Context: an optimization exercise on an open-source flow, tuned for small area, a short achievable clock period and few clock cycles per item. The choices shown serve that exercise and are no tape-out recipe. Function not checked in this run: the RTL went through the layout flow alone. Power figures rest on the tool's default switching activity, not on a simulated workload.

[design/flow/flow/run.sh]
#!/bin/bash
# The standard layout, except that the port buffers are buf_2 cells
# (ORFS's default choice is a clkdlybuf4s50_1 delay cell on every port)
bash standard.sh BUFFER_PORTS_ARGS="-buffer_cell sky130_fd_sc_hd__buf_2" finish > standard.log 2>&1
[design/flow/standard.sh]
#!/bin/bash
# synth_recipe.tcl (not shown) runs the flow's synth.tcl, then flattens the netlist and writes it again
# the make line also repeats each setting of config.mk as NAME=value (left out here)
make -C /OpenROAD-flow-scripts/flow DESIGN_CONFIG=/design/flow/config.mk WORK_HOME=/design/flow/orfs CLKGATE_MAP_FILE= SYNTH_SCRIPT=/design/flow/synth_recipe.tcl "${@:-finish}"
[design/flow/config.mk]
export PLATFORM = sky130hd
export DESIGN_NAME = ex_unit
export DESIGN_NICKNAME = ex_unit
export VERILOG_FILES = /design/flow/design.v
export SDC_FILE = /design/flow/constraint.sdc
export NUM_CORES = 4
export LEC_CHECK = 0
export ABC_AREA = 1
export CAP_MARGIN = 20
export CORE_MARGIN = 2
export CORE_UTILIZATION = 40
export SLEW_MARGIN = 20
[design/flow/constraint.sdc]
create_clock -name core_clock -period 26.0 [get_ports {clk}]
set_input_delay 5.2000 -clock core_clock [delete_from_list [all_inputs] [get_ports {clk}]]
set_output_delay 5.2000 -clock core_clock [all_outputs]
set_load 0.01 [all_outputs]
[design/flow/design.v]
package ex_pkg;
	typedef logic [32-1:0]     word_t;
	typedef logic [2*32-1:0]   dword_t;
	typedef logic [5-1:0] reg_addr_t;
	typedef logic [8-1:0]    aluop_t;
	typedef logic [3-1:0]   alusel_t;
	typedef enum logic [1:0] {
		UNIT_ALU,
		UNIT_MUL,
		UNIT_HI_LO_WRITE,
		UNIT_NONE
	} unit_e;
	typedef enum logic [1:0] {
		ST_IDLE,
		ST_MUL_WAIT,
		ST_ACK
	} res_state_e;
endpackage
`timescale 1ns/1ps
module ex_decode (
	input  logic [2:0] alusel_i,
	input  logic [7:0] aluop_i,
	output logic       plain_o,      
	output logic       movz_o,
	output logic       movn_o,
	output logic       addov_o,      
	output logic       hilo_rd_o,    
	output logic       mthi_o,
	output logic       mtlo_o,
	output logic       mul_o,        
	output logic       mul_hilo_o,   
	output logic       mul_wr_o      
);
	always_comb begin
		plain_o    = 1'b0;
		movz_o     = 1'b0;
		movn_o     = 1'b0;
		addov_o    = 1'b0;
		hilo_rd_o  = 1'b0;
		mthi_o     = 1'b0;
		mtlo_o     = 1'b0;
		mul_o      = 1'b0;
		mul_hilo_o = 1'b0;
		mul_wr_o   = 1'b0;
		case (alusel_i)
			3'b001: begin
				case (aluop_i)
					8'b0010_0101, 8'b0101_1010, 8'b0010_0100, 8'b0101_1001,
					8'b0010_0110, 8'b0101_1011, 8'b0010_0111, 8'b0101_1100: plain_o = 1'b1;
					default: ;
				endcase
			end
			3'b010: begin
				case (aluop_i)
					8'b0111_1100, 8'b0000_0100, 8'b0000_0010, 8'b0000_0110, 8'b0000_0011, 8'b0000_0111: plain_o = 1'b1;
					default: ;
				endcase
			end
			3'b011: begin
				case (aluop_i)
					8'b0001_0000, 8'b0001_0010: begin
						plain_o   = 1'b1;
						hilo_rd_o = 1'b1;
					end
					8'b0000_1010:           movz_o  = 1'b1;
					8'b0000_1011:           movn_o  = 1'b1;
					8'b0001_0001:           mthi_o  = 1'b1;
					8'b0001_0011:           mtlo_o  = 1'b1;
					default: ;
				endcase
			end
			3'b100: begin
				case (aluop_i)
					8'b0010_0001, 8'b0101_0110, 8'b0010_0011, 8'b0010_1010, 8'b0101_0111,
					8'b0010_1011, 8'b0101_1000, 8'b1011_0000, 8'b1011_0001: plain_o = 1'b1;
					8'b0010_0000, 8'b0101_0101, 8'b0010_0010:            addov_o = 1'b1;
					8'b0001_1000, 8'b0001_1001: begin
						mul_o      = 1'b1;
						mul_hilo_o = 1'b1;
					end
					8'b1010_1001: begin
						mul_o    = 1'b1;
						mul_wr_o = 1'b1;
					end
					default: ;
				endcase
			end
			default: ;
		endcase
	end
endmodule
`timescale 1ns/1ps
module alu_core (
	input  logic [2:0]  alusel_i,
	input  logic [7:0]  aluop_i,
	input  logic [31:0] reg1_i,
	input  logic [31:0] reg2_i,
	input  logic [31:0] hi_i,
	input  logic [31:0] lo_i,
	output logic [31:0] result_o,
	output logic        ovf_o,       
	output logic        b_zero_o     
);
	logic [7:0]  op;
	logic [31:0] a;
	logic [31:0] b;
	assign op = aluop_i;
	assign a  = reg1_i;
	assign b  = reg2_i;
	logic        sub;
	logic        slt_sel;
	logic        slt_uns;
	logic [31:0] sum;
	logic [31:0] dif;
	logic        c31;            
	logic        d31;            
	logic [32:0] dif_w;
	logic        ovf_add;
	logic        ovf_sub;
	logic        lt;
	assign sub     = op[6] ? (op[3] | (op[1] & op[0])) : op[1];
	assign slt_sel = op[6] ? (op[3] | (op[1] & op[0])) : op[3];
	assign slt_uns = op[6] ? op[3] : op[0];
	assign {c31, sum[30:0]} = {1'b0, a[30:0]} + {1'b0, b[30:0]};
	assign sum[31]          = a[31] ^ b[31] ^ c31;
	assign dif_w            = {1'b0, a[30:0], 1'b1} + {1'b0, ~b[30:0], 1'b1};
	assign dif[30:0]        = dif_w[31:1];
	assign d31              = dif_w[32];
	assign dif[31]          = ~(a[31] ^ b[31]) ^ d31;
	assign ovf_add = ~(a[31] ^ b[31]) & (c31 ^ a[31]);
	assign ovf_sub = (a[31] ^ b[31]) & (d31 ^ a[31]);
	assign ovf_o   = sub ? ovf_sub : ovf_add;
	assign lt = slt_uns ? ~((a[31] & ~b[31]) | (~(a[31] ^ b[31]) & d31)) :
		((a[31] ^ b[31]) ? a[31] : ~d31);
	logic [3:0]  tt;
	logic [31:0] lres;
	always_comb begin
		case (alusel_i[1:0])
			2'b01: begin
				if (op[6]) begin
					case (op[2:0])
						3'b001:  tt = 4'b1000;   
						3'b010:  tt = 4'b1110;   
						3'b011:  tt = 4'b0110;   
						default: tt = 4'b1100;   
					endcase
				end else begin
					case (op[1:0])
						2'b00:   tt = 4'b1000;   
						2'b01:   tt = 4'b1110;   
						2'b10:   tt = 4'b0110;   
						default: tt = 4'b0001;   
					endcase
				end
			end
			2'b11:   tt = 4'b1100;               
			default: tt = 4'b1010;               
		endcase
		for (int i = 0; i < 32; i++)
			lres[i] = tt[{a[i], b[i]}];
	end
	logic        left;
	logic        fill;
	logic [4:0]  s;
	logic [4:0]  rot;
	logic [31:0] y;
	logic [31:0] ml;             
	logic [31:0] keep;
	logic [31:0] sres;
	assign left = ~op[1] & alusel_i[1] & ~alusel_i[0];
	assign s    = a[4:0];
	assign rot  = left ? (5'd0 - s) : s;
	assign fill = ~left & op[0] & b[31];
	always_comb begin
		logic [31:0] t;
		t = b;
		for (int k = 0; k < 5; k++)
			if (rot[k])
				t = (t >> (1 << k)) | (t << (32 - (1 << k)));
		y = t;
	end
	always_comb begin
		logic [31:0] m;
		m = 32'd0;
		m[0] = ~s[0];
		m[1] = 1'b1;
		for (int k = 1; k < 5; k++) begin
			logic [31:0] nm;
			nm = 32'd0;
			for (int i = 0; i < (1 << k); i++) begin
				nm[i]            = ~s[k] & m[i];
				nm[i + (1 << k)] = ~s[k] | m[i];
			end
			m = nm;
		end
		ml = m;
	end
	always_comb begin
		for (int i = 0; i < 32; i++) begin
			keep[i] = left ? ml[i] : ml[31 - i];
			sres[i] = keep[i] ? y[i] : fill;
		end
	end
	logic [31:0] cv;
	logic [7:0]  nz;         
	logic [1:0]  np [8];     
	logic [5:0]  cnt;
	logic clo;
	assign clo = op[0] & op[7] & alusel_i[2];
	assign cv  = clo ? ~a : a;
	always_comb begin
		for (int k = 0; k < 8; k++) begin
			logic [3:0] n;
			n = cv[31 - 4*k -: 4];
			nz[k] = (n == 4'd0);
			np[k] = n[3] ? 2'd0 : n[2] ? 2'd1 : n[1] ? 2'd2 : 2'd3;
		end
		cnt = 6'd32;
		for (int k = 7; k >= 0; k--)
			if (!nz[k])
				cnt = {1'b0, 3'(k), np[k]};
	end
	logic sel_lu, sel_sh, sel_add, sel_lt, sel_cnt, sel_hl;
	logic sel_hi, sel_lo, sel_sum, sel_dif;
	always_comb begin
		sel_lu  = 1'b0;
		sel_sh  = 1'b0;
		sel_add = 1'b0;
		sel_lt  = 1'b0;
		sel_cnt = 1'b0;
		sel_hl  = 1'b0;
		case (alusel_i[1:0])
			2'b01: sel_lu = 1'b1;
			2'b10: sel_sh = 1'b1;
			2'b11: begin
				if (op[4] & ~op[0])
					sel_hl = 1'b1;
				else
					sel_lu = 1'b1;
			end
			default: begin
				if (op[7]) begin
					if (op[4])
						sel_cnt = 1'b1;
					else
						sel_lu = 1'b1;
				end else if (op[4] & ~op[6])
					sel_lu = 1'b1;
				else if (slt_sel)
					sel_lt = 1'b1;
				else
					sel_add = 1'b1;
			end
		endcase
	end
	assign sel_sum = sel_add & ~sub;
	assign sel_dif = sel_add & sub;
	assign sel_hi  = sel_hl & ~op[1];
	assign sel_lo = sel_hl & op[1];
	assign result_o = ({32{sel_lu}}  & lres) |
	                  ({32{sel_sh}}  & sres) |
	                  ({32{sel_sum}} & sum) |
	                  ({32{sel_dif}} & dif) |
	                  ({32{sel_hi}}  & hi_i) |
	                  ({32{sel_lo}}  & lo_i) |
	                  {26'd0, {6{sel_cnt}} & cnt} |
	                  {31'd0, sel_lt & lt};
	assign b_zero_o = (b == 32'd0);
endmodule
`timescale 1ns/1ps
module mul_iter (
	input  logic        clk,
	input  logic        busy_i,      
	input  logic        first_i,     
	input  logic        last_i,      
	input  logic        signed_i,
	input  logic [31:0] a_i,         
	input  logic [7:0]  bits_i,      
	output logic [7:0]  lo_bits_o,   
	output logic [31:0] hi_o         
);
	localparam int D = 4;            
	localparam int T = 34 + 2*D;     
	localparam logic [63:0] KSUM = (64'd1 << 33) + (64'd1 << 33) + (64'd1 << 35) +
		(64'd1 << 37) + (64'd1 << 39);
	localparam logic [T-1:0] K = T'(64'd0 - KSUM);
	logic [33:0] acc;
	logic [33:0] acc_in;
	logic [32:0] am;                  
	logic [33:0] am1;
	logic [33:0] am2;
	logic        sgn;                 
	logic        prev;                
	logic [8:0]  bw;
	always_ff @(posedge clk) begin
		if (!busy_i) begin
			am  <= {signed_i & a_i[31], a_i};
			sgn <= signed_i;
		end
		prev <= busy_i & bits_i[7];
	end
	assign am1    = {am[32], am};
	assign am2    = {am, 1'b0};
	assign acc_in = first_i ? 34'd0 : acc;
	assign bw     = {bits_i, prev};
	logic [33:0] pp  [D];
	logic [D-1:0] neg;
	always_comb begin
		for (int j = 0; j < D; j++) begin
			logic one, two;
			logic [2:0] g;
			g      = bw[2*j +: 3];
			one    = g[0] ^ g[1];
			two    = (g[2] & ~g[1] & ~g[0]) | (~g[2] & g[1] & g[0]);
			neg[j] = g[2];
			pp[j]  = ({34{one}} & am1) | ({34{two}} & am2);
			pp[j]  = pp[j] ^ {34{neg[j]}};
		end
	end
	logic corr;
	assign corr = last_i & ~sgn & bits_i[7];
	logic [T-1:0] r0, r1, r2, r3, r4, r5;
	assign r0 = {K[T-1:34], ~acc_in[33], acc_in[32:0]};
	assign r1 = T'({~pp[0][33], pp[0][32:0]});
	assign r2 = T'({~pp[1][33], pp[1][32:0]}) << 2;
	assign r3 = T'({~pp[2][33], pp[2][32:0]}) << 4;
	assign r4 = T'({~pp[3][33], pp[3][32:0]}) << 6;
	assign r5 = (T'({32{corr}} & am[31:0]) << 8) |
		T'({1'b0, neg[3], 1'b0, neg[2], 1'b0, neg[1], 1'b0, neg[0]});
	function automatic logic [2*T-1:0] csa(input logic [T-1:0] x, input logic [T-1:0] y,
			input logic [T-1:0] z);
		logic [T-1:0] s, c;
		s = x ^ y ^ z;
		c = ((x & y) | (x & z) | (y & z)) << 1;
		csa = {c, s};
	endfunction
	logic [T-1:0] s1a, c1a, s1b, c1b, s2, c2, s3, c3, tree;
	assign {c1a, s1a} = csa(r0, r1, r2);
	assign {c1b, s1b} = csa(r3, r4, r5);
	assign {c2, s2}   = csa(s1a, c1a, s1b);
	assign {c3, s3}   = csa(s2, c2, c1b);
	assign tree       = s3 + c3;
	assign lo_bits_o = tree[7:0];
	assign hi_o      = tree[39:8];
	always_ff @(posedge clk)
		acc <= tree[T-1:8];
endmodule
`timescale 1ns/1ps
module ex_result (
	input  logic        clk,
	input  logic        rst,
	input  logic        req_i,
	input  logic        plain_i,
	input  logic        movz_i,
	input  logic        movn_i,
	input  logic        addov_i,
	input  logic        hilo_rd_i,
	input  logic        mthi_i,
	input  logic        mtlo_i,
	input  logic        mul_i,
	input  logic        mul_hilo_i,
	input  logic        mul_wr_i,
	input  logic [31:0] alu_result_i,
	input  logic        alu_ovf_i,
	input  logic        b_zero_i,
	input  logic [7:0]  mul_lo_bits_i,
	input  logic [31:0] mul_hi_i,
	input  logic [31:0] reg1_i,
	input  logic [4:0]  wd_i,
	input  logic        wreg_i,
	output logic        mul_busy_o,
	output logic        mul_first_o,
	output logic        mul_last_o,
	output logic [7:0]  mul_bits_o,
	output logic [31:0] hi_o,
	output logic [31:0] lo_o,
	output logic        ack_o,
	output logic [31:0] wdata_o,
	output logic [4:0]  wd_o,
	output logic        wreg_o,
	output logic        overflow_o
);
	logic        busy;       
	logic        fg;         
	logic [1:0]  step;
	logic        last;
	logic        go;         
	logic        wb_en;
	logic [31:0] wdata_d;
	logic        hi_we;
	logic        lo_we;
	assign last        = busy & (step == 2'd3);
	assign go          = ~ack_o & req_i &
		(~busy | (~fg & ~(mul_i | hilo_rd_i | mthi_i | mtlo_i)));
	assign mul_busy_o  = busy;
	assign mul_first_o = (step == 2'd0);
	assign mul_last_o  = last;
	assign mul_bits_o  = fg ? wdata_o[7:0] : lo_o[7:0];
	assign wb_en = wreg_i & (plain_i | mul_wr_i | (movz_i & b_zero_i) |
		(movn_i & ~b_zero_i) | (addov_i & ~alu_ovf_i));
	assign wdata_d = (busy & fg) ? {mul_lo_bits_i, wdata_o[31:8]} : alu_result_i;
	assign hi_we = (go & mthi_i) | (last & ~fg);
	assign lo_we = (go & (mtlo_i | mul_hilo_i)) | (busy & ~fg);
	always_ff @(posedge clk) begin
		if (rst) begin
			ack_o <= 1'b0;
			busy  <= 1'b0;
			fg    <= 1'b0;
			step  <= 2'd0;
			hi_o  <= '0;
			lo_o  <= '0;
		end else begin
			if (ack_o) begin
				if (!req_i)
					ack_o <= 1'b0;
			end else if (go) begin
				ack_o <= ~mul_wr_i;
			end else if (last & fg) begin
				ack_o <= 1'b1;
			end
			if (busy) begin
				step <= step + 2'd1;
				if (last)
					busy <= 1'b0;
			end else if (go & mul_i) begin
				busy <= 1'b1;
				fg   <= mul_wr_i;
				step <= 2'd0;
			end
			if (hi_we)
				hi_o <= mthi_i ? reg1_i : mul_hi_i;
			if (lo_we)
				lo_o <= busy ? {mul_lo_bits_i, lo_o[31:8]} : alu_result_i;
		end
	end
	always_ff @(posedge clk) begin
		if (!ack_o)
			wdata_o <= wdata_d;
		wreg_o     <= wb_en;
		wd_o       <= wb_en ? wd_i : 5'd0;
		overflow_o <= addov_i & alu_ovf_i;
	end
endmodule
`timescale 1ns/1ps
module ex_unit (
	input  logic      clk,
	input  logic      rst,
	input  logic      req_i,
	output logic      ack_o,
	input  ex_pkg::alusel_t   alusel_i,
	input  ex_pkg::aluop_t    aluop_i,
	input  ex_pkg::word_t     reg1_i,
	input  ex_pkg::word_t     reg2_i,
	input  ex_pkg::reg_addr_t wd_i,
	input  logic      wreg_i,
	output ex_pkg::word_t     wdata_o,
	output ex_pkg::reg_addr_t wd_o,
	output logic      wreg_o,
	output logic      overflow_o
);
	logic        plain, movz, movn, addov, hilo_rd, mthi, mtlo, mul, mul_hilo, mul_wr;
	logic [31:0] alu_result;
	logic        alu_ovf;
	logic        b_zero;
	logic        mul_busy;
	logic        mul_first;
	logic        mul_last;
	logic [7:0]  mul_bits;
	logic        mul_signed;
	logic [7:0]  mul_lo_bits;
	logic [31:0] mul_hi;
	logic [31:0] hi_q;
	logic [31:0] lo_q;
	ex_decode u_decode (
		.alusel_i   (alusel_i),
		.aluop_i    (aluop_i),
		.plain_o    (plain),
		.movz_o     (movz),
		.movn_o     (movn),
		.addov_o    (addov),
		.hilo_rd_o  (hilo_rd),
		.mthi_o     (mthi),
		.mtlo_o     (mtlo),
		.mul_o      (mul),
		.mul_hilo_o (mul_hilo),
		.mul_wr_o   (mul_wr)
	);
	alu_core u_alu (
		.alusel_i (alusel_i),
		.aluop_i  (aluop_i),
		.reg1_i   (reg1_i),
		.reg2_i   (reg2_i),
		.hi_i     (hi_q),
		.lo_i     (lo_q),
		.result_o (alu_result),
		.ovf_o    (alu_ovf),
		.b_zero_o (b_zero)
	);
	assign mul_signed = ~aluop_i[0] | aluop_i[7];
	mul_iter u_mul (
		.clk       (clk),
		.busy_i    (mul_busy),
		.first_i   (mul_first),
		.last_i    (mul_last),
		.signed_i  (mul_signed),
		.a_i       (reg1_i),
		.bits_i    (mul_bits),
		.lo_bits_o (mul_lo_bits),
		.hi_o      (mul_hi)
	);
	ex_result u_result (
		.clk           (clk),
		.rst           (rst),
		.req_i         (req_i),
		.plain_i       (plain),
		.movz_i        (movz),
		.movn_i        (movn),
		.addov_i       (addov),
		.hilo_rd_i     (hilo_rd),
		.mthi_i        (mthi),
		.mtlo_i        (mtlo),
		.mul_i         (mul),
		.mul_hilo_i    (mul_hilo),
		.mul_wr_i      (mul_wr),
		.alu_result_i  (alu_result),
		.alu_ovf_i     (alu_ovf),
		.b_zero_i      (b_zero),
		.mul_lo_bits_i (mul_lo_bits),
		.mul_hi_i      (mul_hi),
		.reg1_i        (reg1_i),
		.wd_i          (wd_i),
		.wreg_i        (wreg_i),
		.mul_busy_o    (mul_busy),
		.mul_first_o   (mul_first),
		.mul_last_o    (mul_last),
		.mul_bits_o    (mul_bits),
		.hi_o          (hi_q),
		.lo_o          (lo_q),
		.ack_o         (ack_o),
		.wdata_o       (wdata_o),
		.wd_o          (wd_o),
		.wreg_o        (wreg_o),
		.overflow_o    (overflow_o)
	);
endmodule
==> out/results.ini <==
[clock_tree]
cts_tree = done
path_clk_slew_ps = 80
hold_buffers = 0
clock_sinks = 177
cts.repair.resized = 0
clk_latency_ps = 470
cts_htree_levels = 4
postCtsSetupBuffers = 0
clk_path_buf_depth = 2
cts_buffers = 17
cts-root-buf = clkbuf_16

[setup_path]
crit_arrival_ps = 9710
crit_type = input pin to flop
crit_path_end_kind = flop
start_kind = input pin
critPathMaxFanout = 7
crit_required_ps = 26340

[global_route]
antenna_found_initial = 4
grt_pass1_vias = 26290
gr-total-overflow = 0
grt_pass1_wl_um = 175600
grt_max_degree = 73
grt_use_total = 0.3593

[floorplanning]
io-pin-count = 124
num_rows = 92
core-area_mm2 = 0.06274
die_h_um = 255.4
die_area_mm2 = 0.06522
start_util = 0.4029
die_x_um = 255.4

[yosys]
synthFlopType = dfxtp_1
synth_edf_count = 66
synthesis.nets = 4264
ys_ff_latch = 177
ys_types = 58
avgSynthCellArea_um2 = 6.445
synth_warnings = 6
seq_area_frac_synth = 0.1663
syn_area_mm2 = 0.02528
synth_cells = 3922
async_reset_ff_frac = 0

[final_layout]
final_cell_mix = 763 x nand2_1, 574 x inv_1, 325 x nor2_1, 325 x o21ai_0, 318 x a21oi_1
final_common_cell = nand2_1
drive_gt1_frac = 0.06256
final_area_mm2 = 0.02712
nets = 4261
area_growth_pct = 7.291

[sta]
final_hold_viol_count = 0
setup_viol = 0
grt_setup_unrepaired = no
fmax_ghz = 0.1068
skew_ps = 21.43
slew_headroom = 0.2482
period_needed_ps = 9366
slew_violations = 0
worst_pin_slew_ps = 1124
period_share = 0.3602
tns_ps = 0
timing.final.ws_setup_ps = 16630

[route]
vias = 28110
drt_iter0_markers = 3522
wl_per_cell_um = 25.16
antenna_left = 0
route.detailed.drc = 0
viasPerCell = 5.881
first_pass_iters = 6
routed_wl_um = 120200

[pwr]
power.share.sequential = 0.342
p_leak_nw = 12.69
ir_drop_v = 0.00005260
netSwitchingFraction = 0.4191
comb_power_share = 0.352
p_sw_mw = 0.3887
pwr-share-clk = 0.306
cellPowerDensity_mw_per_mm2 = 34.20
p_int_mw = 0.5388

[placement]
numPortBuffers = 123
place_area_mm2 = 0.02649
post-dp-hpwl_um = 96250
place_congestion = 1.028
place_ws_ps = 16640

[run]
max_cap_viol_count = 0

[hold_path]
hp-class = flop to flop

[outcome]
status = complete, no violations

-- critical path, stage by stage --
cell      delay (ps)
buf_2            220
inv_1            130
ha_1             440
inv_1            180
a21oi_1          310
o21ai_0          330
a21boi_0         930
o21ai_0          540
xor2_1           260
a21oi_1          780
nand3_1          190
nand2_1          110
a21oi_1           60
-- logic make-up (layout without fill, tap and decap cells) --
family | after synthesis | after routing | synth area share
and+or+nand+nor | 1522 | 1522 | 0.2548
AOI/OAI and AO/OA | 990 | 990 | 0.2235
buffers and inverters | 776 | 786 | 0.1183
adders and majority gates | 258 | 258 | 0.1669
xor gates and xnor gates | 188 | 188 | 0.06544
DFF | 177 | 177 | 0.1663
muxes | 11 | 11 | 0.004653
other | 0 | 2 | 0
-- per-layer routing --
metal  track usage  routed length, um
met1        0.4591              48440
met2        0.5700              53070
met3       0.04335               9379
met4        0.2405               9347
met5             0                 10
-- final timing paths --
| kind | cells after the start | end | slack, ps | start |
|---|---|---|---|---|
| max | 13 | u_result.lo_o[13] | 16630 | reg2_i[2] |
| min | 2 | u_result.hi_o[16] | 470 | u_result.hi_o[16] |
| max reg2reg | 25 | u_result.hi_o[20] | 18550 | u_result.fg |
| min reg2reg | 2 | u_result.hi_o[16] | 470 | u_result.hi_o[16] |
-- power by group through the flow --
| stage | combinational, mW | sequential, mW | clock (mW) |
|---|---|---|---|
| after CTS | 0.315 | 0.317 | 0.286 |
| after global placement | 0.316 | 0.323 | 0 |
| after detailed placement | 0.314 | 0.323 | 0 |
| final | 0.326 | 0.317 | 0.284 |
| after floorplan | 0.190 | 0.319 | 0 |
| after global routing | 0.350 | 0.318 | 0.295 |
-- flip-flops by register name, summed over array words and instances, names as in the netlist --
name                 count
u_mul.sgn                1
u_result.ack_o           1
u_result.step            2
u_result.overflow_o      1
u_result.lo_o           32
u_result.busy            1
u_mul.acc               34
u_result.wreg_o          1
u_mul.am                33
u_result.wdata_o        32
u_result.hi_o           32
u_mul.prev               1
u_result.fg              1
u_result.wd_o            5
-- cells in the mapped netlist (3+ instances only) --
master	count	area, um^2
o21a_1	9	67.56
nand3_1	294	1471
a21o_1	13	97.59
inv_2	11	41.29
o221ai_1	12	105.1
buf_2	32	160.2
xor2_1	179	1568
nand2_1	764	2868
o21ai_0	326	1632
nor3_1	32	160.2
edfxtp_1	66	1982
and3_1	3	18.77
fa_1	132	2643
a21boi_0	8	60.06
dfxtp_1	111	2222
nor4_1	15	93.84
a31oi_1	39	244.0
clkinv_1	9	33.78
o211ai_1	54	405.4
nand3b_1	14	105.1
buf_6	3	33.78
o21ai_1	18	90.09
a22o_1	8	70.07
o21bai_1	24	180.2
nor2_1	325	1220
ha_1	126	1577
mux2i_1	5	50.05
nand2_2	6	37.54
o211ai_2	6	75.07
o22ai_1	129	807.0
or2_2	13	81.33
buf_1	22	82.58
nand4_1	48	300.3
inv_1	577	2166
o2111ai_1	4	35.03
buf_4	4	30.03
a21oi_1	318	1592
mux2_2	6	67.56
xnor2_1	8	70.07
a211oi_1	7	52.55
clkbuf_1	117	439.2
-- per-stage QoR --
step | utilization | instances | power [mW] | hold WS [ps]
finish | 0.4323 | 4780 | 0.9275 | 470.1
global route | 0.4322 | 4778 | 0.9627 | 488.7
CTS | 0.4322 | 4778 | 0.9180 | 473.6
detailed placement | 0.4223 | 4746 | 0.6371 | 456.0
global placement | 0.4223 | 4746 | 0.6398 | 452.7
floorplan | - | 3922 | 0.5084 | 444.5
-- area by class of cell --
type                            count  area (um^2)
Sequential cell                   177         4204
Clock buffer                       18        429.2
Antenna cell                        2        5.005
Inverter                          597         2241
Clock inverter                     14        192.7
Tap cell                          846         1059
Timing Repair Buffer              157        870.8
Multi-Input combinational cell   2969        18120
Fill cell                        6864        35610

## what the ideal ports hide
Ports are ideal in the flow. The routed layout listed here was re-timed in OpenROAD. Step 1 (the two cells are an assumption about what drives the block):
set clk [get_ports {clk}]
set_driving_cell -lib_cell sky130_fd_sc_hd__clkbuf_16 $clk
set_driving_cell -lib_cell sky130_fd_sc_hd__buf_2 [delete_from_list [all_inputs] $clk]
Step 2 times the ports against the registers' clock, not the clock port: input delays grow and output delays shrink by t, the midpoint of the rising clock arrivals with the driver on. Three values: no drivers, after step 1, after step 2; two values: the first two.
shift t [ns]: 0.514
setup WS [ns]: 16.634 / 16.663 / 16.149
worst setup path at the end: input to register
clock arrival spread, ns: 0.022 / 0.022
After both steps this run still meets setup and hold. For this run, drivers alone change the setup slack by +0.029 ns; drivers and shift together by -0.485 ns.
